Background: an optimization exercise with open tools, aiming at small area, a short achievable clock period and few clock cycles per item. Do not read the settings as production practice.
Function was checked by simulation only, so behaviour that the tests miss may differ from the original.
Power and IR drop assume default switching activity.

==> flow/design.v <==
`timescale 1ns/1ns
module rv_core_top (
    input  logic        clk,
    input  logic        arst_n,
    input  logic        instr_valid,
    input  logic [31:0] instr,
    output logic        instr_ready,
    output logic [31:0] pc,
    output logic        retire_valid,
    output logic [31:0] retire_pc,
    output logic        retire_we,
    output logic [4:0]  retire_rd,
    output logic [31:0] retire_data,
    output logic        retire_illegal
);
    localparam logic [1:0] S_F = 2'd0, S_R = 2'd1, S_X = 2'd2, S_M = 2'd3;
    logic [1:0]  state;
    logic        clr;
    logic [31:0] ir, pc_q, a, b;
    logic [5:0]  maddr;
    logic        r_valid, r_we, r_ill;
    logic [31:0] r_pc, r_data;
    logic [31:0] regs [1:31];
    logic [31:0] dmem [64];
    logic [6:0] opc;
    logic       f_load, f_imm, f_jalr, f_store, f_op, f_br, f_jal, f_auipc, f_lui, f_writes;
    assign opc     = instr[6:0];
    assign f_load  = (opc == 7'b0000011);
    assign f_imm   = (opc == 7'b0010011);
    assign f_jalr  = (opc == 7'b1100111);
    assign f_store = (opc == 7'b0100011);
    assign f_op    = (opc == 7'b0110011);
    assign f_br    = (opc == 7'b1100011);
    assign f_jal   = (opc == 7'b1101111);
    assign f_auipc = (opc == 7'b0010111);
    assign f_lui   = (opc == 7'b0110111);
    assign f_writes = f_load | f_imm | f_jalr | f_op | f_jal | f_auipc | f_lui;
    logic c_load, c_store, c_br, c_jal, c_jalr, c_lui, c_auipc, c_alu, c_op, c_we, c_ill;
    logic [4:0]  rd, rs1, rs2;
    logic [2:0]  f3;
    logic [31:0] imm_i, imm_s, imm_b, imm_j, imm_u, imm_pc, rf_a, rf_b;
    assign rd  = ir[11:7];
    assign f3  = ir[14:12];
    assign rs1 = ir[19:15];
    assign rs2 = ir[24:20];
    assign imm_i  = {{20{ir[31]}}, ir[31:20]};
    assign imm_s  = {{20{ir[31]}}, ir[31:25], ir[11:7]};
    assign imm_b  = {{19{ir[31]}}, ir[31], ir[7], ir[30:25], ir[11:8], 1'b0};
    assign imm_j  = {{11{ir[31]}}, ir[31], ir[19:12], ir[20], ir[30:21], 1'b0};
    assign imm_u  = {ir[31:12], 12'b0};
    assign imm_pc = c_jal ? imm_j : (c_br ? imm_b : imm_u);
    assign rf_a = (rs1 == 5'd0) ? 32'd0 : regs[rs1];
    assign rf_b = (rs2 == 5'd0) ? 32'd0 : regs[rs2];
    logic x_sub, x_sra, s_add, s_sll, s_slt, s_sltu, s_xor, s_sr, s_or, s_and;
    logic s_b, s_tgt, s_pc4, s_mem;
    logic b_eq, b_ne, b_lt, b_ge, b_ltu, b_geu;
    logic        lt, ltu, eq, taken, sh_left;
    logic [31:0] sum, sh_in, sh_out, shl, tgt, pc4, wb, npc;
    logic [7:0]  addr;
    assign sum = a + (b ^ {32{x_sub}}) + {31'd0, x_sub};
    assign ltu = (a < b);
    assign lt  = ($signed(a) < $signed(b));
    assign eq  = (a == b);
    assign sh_left = s_sll;
    always_comb for (int i = 0; i < 32; i++) sh_in[i] = sh_left ? a[31 - i] : a[i];
    assign sh_out = $unsigned($signed({x_sra & a[31], sh_in}) >>> b[4:0]);
    always_comb for (int i = 0; i < 32; i++) shl[i] = sh_out[31 - i];
    assign tgt = pc_q + imm_pc;
    assign pc4 = pc_q + 32'd4;
    assign wb = ({32{s_add}}  & sum) |
                ({32{s_sll}}  & shl) |
                ({32{s_sr}}   & sh_out) |
                ({32{s_xor}}  & (a ^ b)) |
                ({32{s_or}}   & (a | b)) |
                ({32{s_and}}  & (a & b)) |
                {31'd0, (s_slt & lt) | (s_sltu & ltu)} |
                ({32{s_b}}    & b) |
                ({32{s_tgt}}  & tgt) |
                ({32{s_pc4}}  & pc4);
    assign taken = (b_eq & eq) | (b_ne & !eq) | (b_lt & lt) | (b_ge & !lt) |
                   (b_ltu & ltu) | (b_geu & !ltu);
    always_comb begin
        if (c_jal || taken) npc = tgt;
        else if (c_jalr)    npc = {sum[31:1], 1'b0};
        else                npc = pc4;
    end
    assign addr = a[7:0] + (c_store ? imm_s[7:0] : imm_i[7:0]);
    assign instr_ready = (state == S_F);
    always_ff @(posedge clk or negedge arst_n) begin
        if (!arst_n) begin
            state   <= S_F;
            clr     <= 1'b1;
            pc_q    <= 32'd0;
            r_valid <= 1'b0;
            r_data  <= 32'd0;
        end else begin
            clr     <= 1'b0;
            r_valid <= 1'b0;
            case (state)
                S_F: if (instr_valid) state <= S_R;
                S_R: state <= S_X;
                S_X: begin
                    if (c_load || c_store) begin
                        state <= S_M;
                    end else begin
                        state   <= S_F;
                        pc_q    <= npc;
                        r_valid <= 1'b1;
                        r_data  <= wb;
                    end
                end
                default: begin
                    state   <= S_F;
                    pc_q    <= pc4;
                    r_valid <= 1'b1;
                    r_data  <= {32{s_mem}} & dmem[maddr];
                end
            endcase
        end
    end
    always_ff @(posedge clk) begin
        if (state == S_F && instr_valid) begin
            ir      <= instr;
            c_load  <= f_load;
            c_store <= f_store;
            c_br    <= f_br;
            c_jal   <= f_jal;
            c_jalr  <= f_jalr;
            c_lui   <= f_lui;
            c_auipc <= f_auipc;
            c_alu   <= f_op | f_imm;
            c_op    <= f_op;
            c_we    <= f_writes && (instr[11:7] != 5'd0);
            c_ill   <= !(f_writes || f_store || f_br);
        end
        if (state == S_R) begin
            a      <= rf_a;
            b      <= (c_op || c_store || c_br) ? rf_b : (c_lui ? imm_u : imm_i);
            x_sub  <= c_op && ir[30];
            x_sra  <= ir[30] && f3 == 3'b101;
            s_add  <= c_alu && c_we && f3 == 3'b000;
            s_sll  <= c_alu && c_we && f3 == 3'b001;
            s_slt  <= c_alu && c_we && f3 == 3'b010;
            s_sltu <= c_alu && c_we && f3 == 3'b011;
            s_xor  <= c_alu && c_we && f3 == 3'b100;
            s_sr   <= c_alu && c_we && f3 == 3'b101;
            s_or   <= c_alu && c_we && f3 == 3'b110;
            s_and  <= c_alu && c_we && f3 == 3'b111;
            s_b    <= c_lui && c_we;
            s_tgt  <= c_auipc && c_we;
            s_pc4  <= (c_jal || c_jalr) && c_we;
            s_mem  <= c_load && c_we;
            b_eq   <= c_br && f3 == 3'b000;
            b_ne   <= c_br && f3 == 3'b001;
            b_lt   <= c_br && f3 == 3'b100;
            b_ge   <= c_br && f3 == 3'b101;
            b_ltu  <= c_br && f3 == 3'b110;
            b_geu  <= c_br && f3 == 3'b111;
        end
        if (state == S_X) begin
            maddr <= addr[7:2];
            r_pc  <= pc_q;
            r_we  <= c_we;
            r_ill <= c_ill;
        end
        if (state == S_M && c_store) dmem[maddr] <= b;
        for (int i = 1; i < 32; i++)
            if (clr || (r_valid && r_we && rd == 5'(i))) regs[i] <= r_data;
    end
    assign pc             = pc_q;
    assign retire_valid   = r_valid;
    assign retire_pc      = r_pc;
    assign retire_we      = r_we;
    assign retire_rd      = rd;
    assign retire_data    = r_data;
    assign retire_illegal = r_ill;
endmodule
==> flow/flow/run.sh <==
#!/bin/bash
set -euo pipefail
export SETUP_SLACK_MARGIN=6.2
bash standard.sh > standard_flow.log 2>&1
==> flow/standard.sh <==
#!/bin/bash
# synth_recipe.tcl (not shown) runs the flow's synth.tcl, then flattens the netlist and writes it again
# the make line also repeats each setting of config.mk as NAME=value (left out here)
make -C /OpenROAD-flow-scripts/flow DESIGN_CONFIG=/design/flow/config.mk WORK_HOME=/design/flow/orfs CLKGATE_MAP_FILE= SYNTH_SCRIPT=/design/flow/synth_recipe.tcl "${@:-finish}"
==> flow/config.mk <==
export PLATFORM = sky130hd
export DESIGN_NAME = rv_core_top
export DESIGN_NICKNAME = rv_core_top
export VERILOG_FILES = /design/flow/design.v
export SDC_FILE = /design/flow/constraint.sdc
export NUM_CORES = 4
export LEC_CHECK = 0
export ABC_CLOCK_PERIOD_IN_PS = 3000
export CAP_MARGIN = 20
export CORE_MARGIN = 2
export CORE_UTILIZATION = 55
export CTS_BUF_LIST = sky130_fd_sc_hd__clkbuf_16
export CTS_CLUSTER_DIAMETER = 60
export CTS_CLUSTER_SIZE = 24
export PLACE_DENSITY = 0.65
export SLEW_MARGIN = 20
export TNS_END_PERCENT = 100
==> flow/constraint.sdc <==
create_clock -name core_clock -period 10.0 [get_ports {clk}]
set_input_delay 2.0000 -clock core_clock [delete_from_list [all_inputs] [get_ports {clk}]]
set_output_delay 2.0000 -clock core_clock [all_outputs]
set_load 0.01 [all_outputs]
==> results of run 1 <==
-- how the worst max path moves through the flow --
stage / start / to / slack, ns / depth (start not counted)
CTS: c_jal / r_data[18] / 6.14 / 14
global route: b[23] / pc_q[29] / 6.00 / 17
floorplan: b[0] / pc_q[14] / 5.62 / 15
global placement: b[2] / pc_q[14] / 4.79 / 13
detailed placement: b[1] / pc_q[6] / 4.68 / 13
finish: ir[18] / a[8] / 5.98 / 8
-- critical path, delay by kind of cell (launching register included) --
family | cells | cell delay [ns]
compound gates | 3 | 0.79
buf+inv | 1 | 0.37
flops | 1 | 0.68
simple gates | 4 | 1.73
-- layer usage --
layer  routed length [um]  track usage [%]  vias up
li1                     -                -    33600
met1               179000             53.6    46300
met2               232000             60.1     8801
met3                83100             14.7     2399
met4                47100             26.4       35
met5                  398            0.394        -
-- flip-flops by register name (all words and copies together) (netlist names), 2 cells and up, named ones only --
register / cells
state: 2
pc_q: 31
b: 32
r_pc: 31
maddr: 6
dmem: 2048
ir: 25
a: 32
regs: 992
r_data: 32
-- cell usage after synthesis, types with 66 or more instances --
| library cell | number | share of area (%) |
|---|---|---|
| ha_1 | 167 | 1.5 |
| nor2_1 | 246 | 0.67 |
| mux4_2 | 698 | 11 |
| nand2_1 | 305 | 0.83 |
| o21ai_0 | 195 | 0.71 |
| a22o_1 | 250 | 1.6 |
| dfrtp_1 | 66 | 1.2 |
| nor3_1 | 97 | 0.35 |
| xor2_1 | 70 | 0.44 |
| nand4_1 | 137 | 0.62 |
| a22oi_1 | 382 | 2.1 |
| nand3_1 | 123 | 0.45 |
| inv_1 | 118 | 0.32 |
| a221oi_1 | 287 | 1.8 |
| buf_1 | 100 | 0.27 |
| a222oi_1 | 68 | 0.49 |
| a21oi_1 | 237 | 0.86 |
| clkbuf_1 | 366 | 1.0 |
| edfxtp_1 | 3199 | 70 |
-- final cells by class --
type | instances | area share, %
diodes | 32 | 0.0502
clock buffers | 217 | 3.40
clock inverters | 159 | 1.16
inverters | 122 | 0.329
multi-input cells | 3861 | 25.4
flip-flops and latches | 3272 | 61.4
well taps | 3330 | 2.61
repair buffers | 797 | 5.65
repair inverters | 2 | 0.00863
-- power by group --
group / leakage [nW] / total, mW / internal, mW / switching (mW)
clock network: 3.57 / 9.58 / 4.54 / 5.04
registers: 30.7 / 19.6 / 18.3 / 1.26
logic: 18.3 / 21.7 / 8.04 / 13.7
-- repair_timing --
item	4_1_cts	5_1_grt
setup endpoints to repair	186	87
gates cloned	59	15
resized for setup	530	166
setup buffers	168	101
pin swaps	28	53
-- cells by family (layout without fill, tap and decap cells) --
logic type,count (synthesis),in the layout,share of synthesized area [%]
XOR/XNOR,126,126,0.800
other,1,35,0.00272
buffers and inverters,617,1297,1.74
AND/OR/NAND/NOR,1086,1088,3.81
adder cells (fa/ha/maj),169,169,1.54
AO/OA/AOI/OAI,1722,1722,9.32
multiplexers,753,753,11.8
flip-flops,3272,3272,71.0
==> results.json, run 1 <==
{
  "cp_slowest_cell": "nor3_2",
  "htree_levels": 4,
  "die_w_um": 505,
  "dp_hpwl_um": 283000,
  "final_common_cell": "edfxtp_1",
  "hold_violations": 0,
  "final-seq-area_um2": 97900,
  "rows": 183,
  "layout_min_cycle_time_ns": 4.02,
  "rsz0062_at_grt": "true",
  "core_um2": 249000,
  "firstDrtPassIters": 13,
  "area_growth_pct": 15.7,
  "port_buffers": 137,
  "whs_endpoint": "r_ill",
  "antenna_found_initial": 48,
  "cts_buffer_depth": 4,
  "cp.arrival_ns": 4.59,
  "final_antenna_net_count": 0,
  "fin_nets": 8472,
  "yosys.cell_types.count": 92,
  "grt_pass1_wl_um": 721000,
  "final-setup-viol-count": 0,
  "end_kind": "register",
  "critPathRequiredTime_ns": 10.57,
  "synth_flop_cell": "edfxtp_1",
  "whs_path_depth": 0,
  "cp_max_fo": 23,
  "hold_slack_ns": 0.436,
  "layout_common_cells": "3199 x edfxtp_1, 698 x mux4_2, 479 x buf_4",
  "post-place-cells": 11000,
  "drtIter0Drc": 19500,
  "netlist_instances": 7746,
  "path_cells": "nand3b_1 > nor2_4 > buf_4 > a22o_1 > a221oi_1 > nand4_1 > nor3_2 > a21oi_1",
  "synth-edff-count": 3199,
  "grt_max_degree": 91,
  "nFillCells": 17100,
  "place_area_um2": 146000,
  "final_area_um2": 160000,
  "grt-ovfl-total": 0,
  "num_vias": 91200,
  "die_area_um2": 255000,
  "slowest_delay_ns": 0.81,
  "multiInputGateArea_um2": 40500,
  "irDropWorstVdd_mv": 0.238,
  "maxCapViolations": 0,
  "netlist_area_um2": 138000,
  "tritoncts": "yes",
  "drv_slew": 0,
  "grt_pass1_vias": 85200,
  "worstSetupStartpointType": "register",
  "totalNegativeSetupSlack_ns": 0,
  "avgSynthCellArea_um2": 17.8,
  "finClkSkew_ns": 0.0848,
  "start_util_pct": 55.4,
  "critPathKind": "reg -> reg",
  "vias_per_cell": 7.73,
  "r2r_start": "ir[18]",
  "yosysSeqAreaShare_pct": 71.0,
  "wl_per_cell_um": 45.9,
  "cts_hold_buffers": 0,
  "io-pin-count": 140,
  "wl_um": 542000,
  "cts_buffers": 212,
  "drive_above_1_share_pct": 26.2,
  "synth_seq_cells": 3272,
  "drc_errors": 0,
  "ctsRootBufferMaster": "clkbuf_16",
  "clk_latency_ns": 0.95,
  "fin_crit_sh_pct": 40.2,
  "dp_slack_ns": 4.68,
  "p_leak_nw": 52.7,
  "reg2reg_to": "a[8]",
  "ys_warn_count": 34,
  "regToRegSetupSlack_ns": 5.98,
  "min-delay-start": "c_ill",
  "status": "complete, no violations",
  "power_mw": 50.9,
  "worst_slack_ns": 5.98,
  "worst_slew_pin_slew_ns": 1.29,
  "finalNonFillerCells": 11800,
  "final_util_pct": 64.1,
  "die_height_um": 505,
  "rr_worst_depth": 8,
  "p_per_area_nw_per_um2": 319,
  "synthArstFlopShare_pct": 2.05,
  "slew_headroom_pct": 13.3,
  "cts_sinks": 3272,
  "clk_pin_slew_worst_paths_ns": 0.09,
  "clock.fmax_mhz": 249,
  "hp-class": "reg -> reg",
  "gp_congestion": 0.985,
  "gr-usage-all-layers_pct": 41.5
}
Testbench counts, summed over its fixed seeds: cycles 105,502, instrs 32,000.
==> run 2: changes to the inputs <==
--- a/flow/design.v
+++ b/flow/design.v
@@ -20,3 +20,4 @@
     logic [5:0]  maddr;
-    logic        r_valid, r_we, r_ill;
+    logic [7:0]  mhi, mlo;             
+    logic        r_valid, r_we, r_ill, st_pend;
     logic [31:0] r_pc, r_data;
@@ -51,4 +52,10 @@
     assign imm_pc = c_jal ? imm_j : (c_br ? imm_b : imm_u);
-    assign rf_a = (rs1 == 5'd0) ? 32'd0 : regs[rs1];
-    assign rf_b = (rs2 == 5'd0) ? 32'd0 : regs[rs2];
+    always_comb begin
+        rf_a = 32'd0;
+        rf_b = 32'd0;
+        for (int i = 1; i < 32; i++) begin
+            rf_a = rf_a | ({32{rs1 == 5'(i)}} & regs[i]);
+            rf_b = rf_b | ({32{rs2 == 5'(i)}} & regs[i]);
+        end
+    end
     logic x_sub, x_sra, s_add, s_sll, s_slt, s_sltu, s_xor, s_sr, s_or, s_and;
@@ -86,2 +93,11 @@
     end
+    logic [63:0] msel;
+    logic [31:0] mrd;
+    always_comb begin
+        mrd = 32'd0;
+        for (int i = 0; i < 64; i++) begin
+            msel[i] = mhi[i / 8] & mlo[i % 8];
+            mrd = mrd | ({32{msel[i]}} & dmem[i]);
+        end
+    end
     assign addr = a[7:0] + (c_store ? imm_s[7:0] : imm_i[7:0]);
@@ -95,2 +111,3 @@
             r_data  <= 32'd0;
+            st_pend <= 1'b0;
         end else begin
@@ -98,2 +115,3 @@
             r_valid <= 1'b0;
+            st_pend <= (state == S_X) && c_store;
             case (state)
@@ -102,3 +120,3 @@
                 S_X: begin
-                    if (c_load || c_store) begin
+                    if (c_load) begin
                         state <= S_M;
@@ -115,3 +133,3 @@
                     r_valid <= 1'b1;
-                    r_data  <= {32{s_mem}} & dmem[maddr];
+                    r_data  <= {32{s_mem}} & mrd;
                 end
@@ -161,2 +179,6 @@
             maddr <= addr[7:2];
+            for (int i = 0; i < 8; i++) begin
+                mhi[i] <= (addr[7:5] == 3'(i));
+                mlo[i] <= (addr[4:2] == 3'(i));
+            end
             r_pc  <= pc_q;
@@ -165,3 +187,3 @@
         end
-        if (state == S_M && c_store) dmem[maddr] <= b;
+        if (st_pend) dmem[maddr] <= b;
         for (int i = 1; i < 32; i++)
==> flow/flow/run.sh (replaced) <==
#!/bin/bash
set -euo pipefail
export SETUP_SLACK_MARGIN=6.4
bash standard.sh > standard_flow.log 2>&1
==> results.json, run 2 <==
{
  "status": "complete, no violations",
  "tritoncts": "yes",
  "antenna_found_initial": 63,
  "layout_min_cycle_time_ns": 3.91,
  "final_common_cell": "edfxtp_1",
  "synth-edff-count": 3215,
  "cts_buffer_depth": 3,
  "die_area_um2": 247000,
  "end_kind": "register",
  "yosysSeqAreaShare_pct": 73.6,
  "start_util_pct": 55.4,
  "critPathKind": "reg -> reg",
  "gr-usage-all-layers_pct": 51.4,
  "ys_warn_count": 2,
  "regToRegSetupSlack_ns": 6.09,
  "area_growth_pct": 16.3,
  "place_area_um2": 141000,
  "vias_per_cell": 8.39,
  "synth_top_cell_by_area": "edfxtp_1",
  "grt-ovfl-total": 0,
  "fin_crit_sh_pct": 39.1,
  "worst_slew_pin_slew_ns": 1.27,
  "drive_above_1_share_pct": 20.3,
  "sequentialPowerShare_pct": 38.8,
  "whs_path_depth": 0,
  "die_height_um": 497,
  "grt_pass1_vias": 93800,
  "clk_pin_slew_worst_paths_ns": 0.08,
  "p_int_mw": 29.4,
  "netlist_instances": 8396,
  "largest_reg_flops": 2048,
  "synth_seq_cells": 3283,
  "p_leak_nw": 51.1,
  "final_area_um2": 155000,
  "drtIter0Drc": 24700,
  "maxCapViolations": 0,
  "switchingPower_mw": 21.6,
  "top_register": "dmem",
  "io-pin-count": 140,
  "r2r_start": "mlo[4]",
  "final-setup-viol-count": 0,
  "avgSynthCellArea_um2": 15.9,
  "pwr-share-comb_pct": 43.4,
  "cts_sinks": 3283,
  "drc_errors": 0,
  "clk_latency_ns": 0.97,
  "dp_hpwl_um": 328000,
  "worstSetupStartpointType": "register",
  "clock.fmax_mhz": 255,
  "core_um2": 241000,
  "nFillCells": 17100,
  "netlist.area_leader.share_pct": 72.3,
  "htree_levels": 4,
  "rows": 180,
  "final_antenna_net_count": 0,
  "switching_share_pct": 42.3,
  "wl_per_cell_um": 52.8,
  "cts_buffers": 193,
  "port_buffers": 137,
  "irDropWorstVdd_mv": 0.264,
  "cp.arrival_ns": 4.69,
  "wl_um": 649000,
  "rr_worst_depth": 12,
  "final-seq-area_um2": 98300,
  "cp_max_fo": 16,
  "synth_commonest_cells": "3215 x edfxtp_1, 747 x a22oi_1, 625 x a22o_1",
  "firstDrtPassIters": 14,
  "multiInputGateArea_um2": 36400,
  "num_vias": 103000,
  "netlist_area_um2": 134000,
  "totalNegativeSetupSlack_ns": 0,
  "finClkSkew_ns": 0.0834,
  "ctsRootBufferMaster": "clkbuf_16",
  "rsz0062_at_grt": "true",
  "clkPwrFrac_pct": 17.7,
  "hp-class": "reg -> reg",
  "grt_pass1_wl_um": 838000,
  "slew_headroom_pct": 15.0,
  "layout_common_cells": "3215 x edfxtp_1, 738 x a22oi_1, 625 x a22o_1",
  "synthArstFlopShare_pct": 2.07,
  "critPathRequiredTime_ns": 10.78,
  "reg2reg_to": "r_data[29]",
  "drv_slew": 0,
  "whs_endpoint": "r_ill",
  "yosysMostFrequentCell": "edfxtp_1",
  "critPathLaunch": "mlo[4]",
  "reg_top3": "dmem (2048), regs (992)",
  "hold_violations": 0,
  "yosys-top-cells-area": "edfxtp_1 72%, a22oi_1 4.2%, a22o_1 4.1%",
  "min-delay-start": "c_ill",
  "yosys.cell_types.count": 85,
  "synth_flop_cell": "edfxtp_1",
  "gp_congestion": 0.995,
  "grt_max_degree": 91,
  "p_per_area_nw_per_um2": 328,
  "die_w_um": 497,
  "fin_nets": 9140
}
==> run 2: cell count changes in the layout (fill, tap and decap cells not counted), sizes merged, moves of 30 or more <==
cell         before  now
o21ai           200  161
or4               7   38
nor4             21   51
a22o            250  625
a22oi           382  747
buf             603  797
nand3           123  159
and2             25   85
a21oi           237  166
a221oi          287  611
mux4            698   29
nor2            246  284
dlygate4sd2      57    6
nand4           137  264
==> run 2: power by group through the flow <==
| stage | clock (mW) | sequential (mW) | combinational (mW) |
|---|---|---|---|
| 2_1_floorplan | 0 | 20.4 | 7.58 |
| 5_1_grt | 9.39 | 19.9 | 21.9 |
| 3_5_place_dp | 0 | 20.3 | 16.3 |
| 3_3_place_gp | 0 | 20.3 | 16.2 |
| 6_report | 9.05 | 19.8 | 22.1 |
| 4_1_cts | 8.94 | 19.7 | 19.2 |
==> run 2: logic make-up (layout without fill, tap and decap cells) <==
kind of cell	Yosys count	count (layout)	synth area share, %
compound gates	2687	2687	16.0
xor+xnor	130	130	0.853
mux	75	75	0.846
fa+ha+maj	165	165	1.56
simple gates	1374	1375	5.25
buf+inv	681	1358	1.94
other cells	1	47	0.00281
flops	3283	3283	73.6
==> run 2: worst max-delay path by stage <==
| stage | end | depth (start not counted) |
|---|---|---|
| floorplan | pc_q[29] | 14 |
| global placement | pc_q[23] | 13 |
| detailed placement | pc_q[23] | 13 |
| CTS | pc_q[29] | 13 |
| global route | pc_q[29] | 15 |
| finish | r_data[29] | 12 |
==> run 2: what timing repair did <==
item	CTS	global route
buffers inserted	236	114
gates cloned	35	11
resized for setup	877	350
setup endpoints to repair	217	214
pin swaps	77	133
hold buffers	0	0
==> run 2: stage by stage <==
stage               total power, mW  setup WS (ns)  hold WS, ns  util, %  instances
floorplan                      28.0           5.69        0.400        -       8398
global placement               36.5           5.04        0.420     58.6      11500
detailed placement             36.6           5.00        0.411     58.6      11500
CTS                            47.8           6.17        0.445     63.3      12100
global route                   51.2           6.04        0.453     64.4      12300
finish                         51.0           6.09        0.440     64.5      12300
==> run 2: final cells by class <==
cell class / instances / share of cell area (%)
Antenna cell: 44 / 0.0709
Inverter: 114 / 0.300
Multi-Input combinational cell: 4435 / 23.4
Timing Repair Buffer: 913 / 6.13
Clock buffer: 194 / 3.12
Sequential cell: 3283 / 63.3
Tap cell: 3185 / 2.56
Clock inverter: 137 / 1.11
==> run 2: critical path: stages (launching register included) <==
cell and delay (ns):
edfxtp_1 0.38, buf_4 0.21, buf_4 0.16, and2_2 0.16
buf_6 0.19, buf_12 0.26, a22o_1 0.21, a221oi_1 0.35
nand4_1 0.26, nor4_4 0.81, nor3_1 0.30, a221oi_1 0.30
o21ai_1 0.11
==> run 2: layer usage <==
| layer | global-route usage (%) | wire [um] | up-vias |
|---|---|---|---|
| li1 | - | - | 36400 |
| met1 | 61.2 | 193000 | 50300 |
| met2 | 71.0 | 261000 | 12800 |
| met3 | 24.2 | 123000 | 3782 |
| met4 | 41.9 | 72300 | 57 |
| met5 | 0.830 | 642 | - |
Testbench counts of run 2, summed over its fixed seeds: cycles 99,043, instrs 32,000.

==> afterwards: timing with drivers on the ports <==
Ports are ideal in the flow. The routed layouts listed here were re-timed in OpenROAD.
Step 1, drivers: a clkbuf_16 drives clk and a buf_2 each remaining input, both assumed.
Step 2, shift: input delay + t, output delay - t, t = (earliest + latest rising clock arrival at the registers) / 2. This alone moves slack from input paths to output paths.
Slacks: no drivers / after step 1 / after step 2; pairs: no drivers / after step 1.
| run | t (ns) | slack for setup (ns) | hold WS [ns] | worst setup path after step 2 | latest minus earliest clock arrival (ns) |
|---|---|---|---|---|---|
| run 1 | 1.015 | 5.980 / 5.980 / 5.980 | 0.436 / 0.436 / 0.436 | register to register | 0.087 / 0.087 |
| run 2 | 1.034 | 6.085 / 6.085 / 6.085 | 0.440 / 0.440 / 0.440 | register to register | 0.085 / 0.085 |
After both steps setup and hold are still met in every run listed.
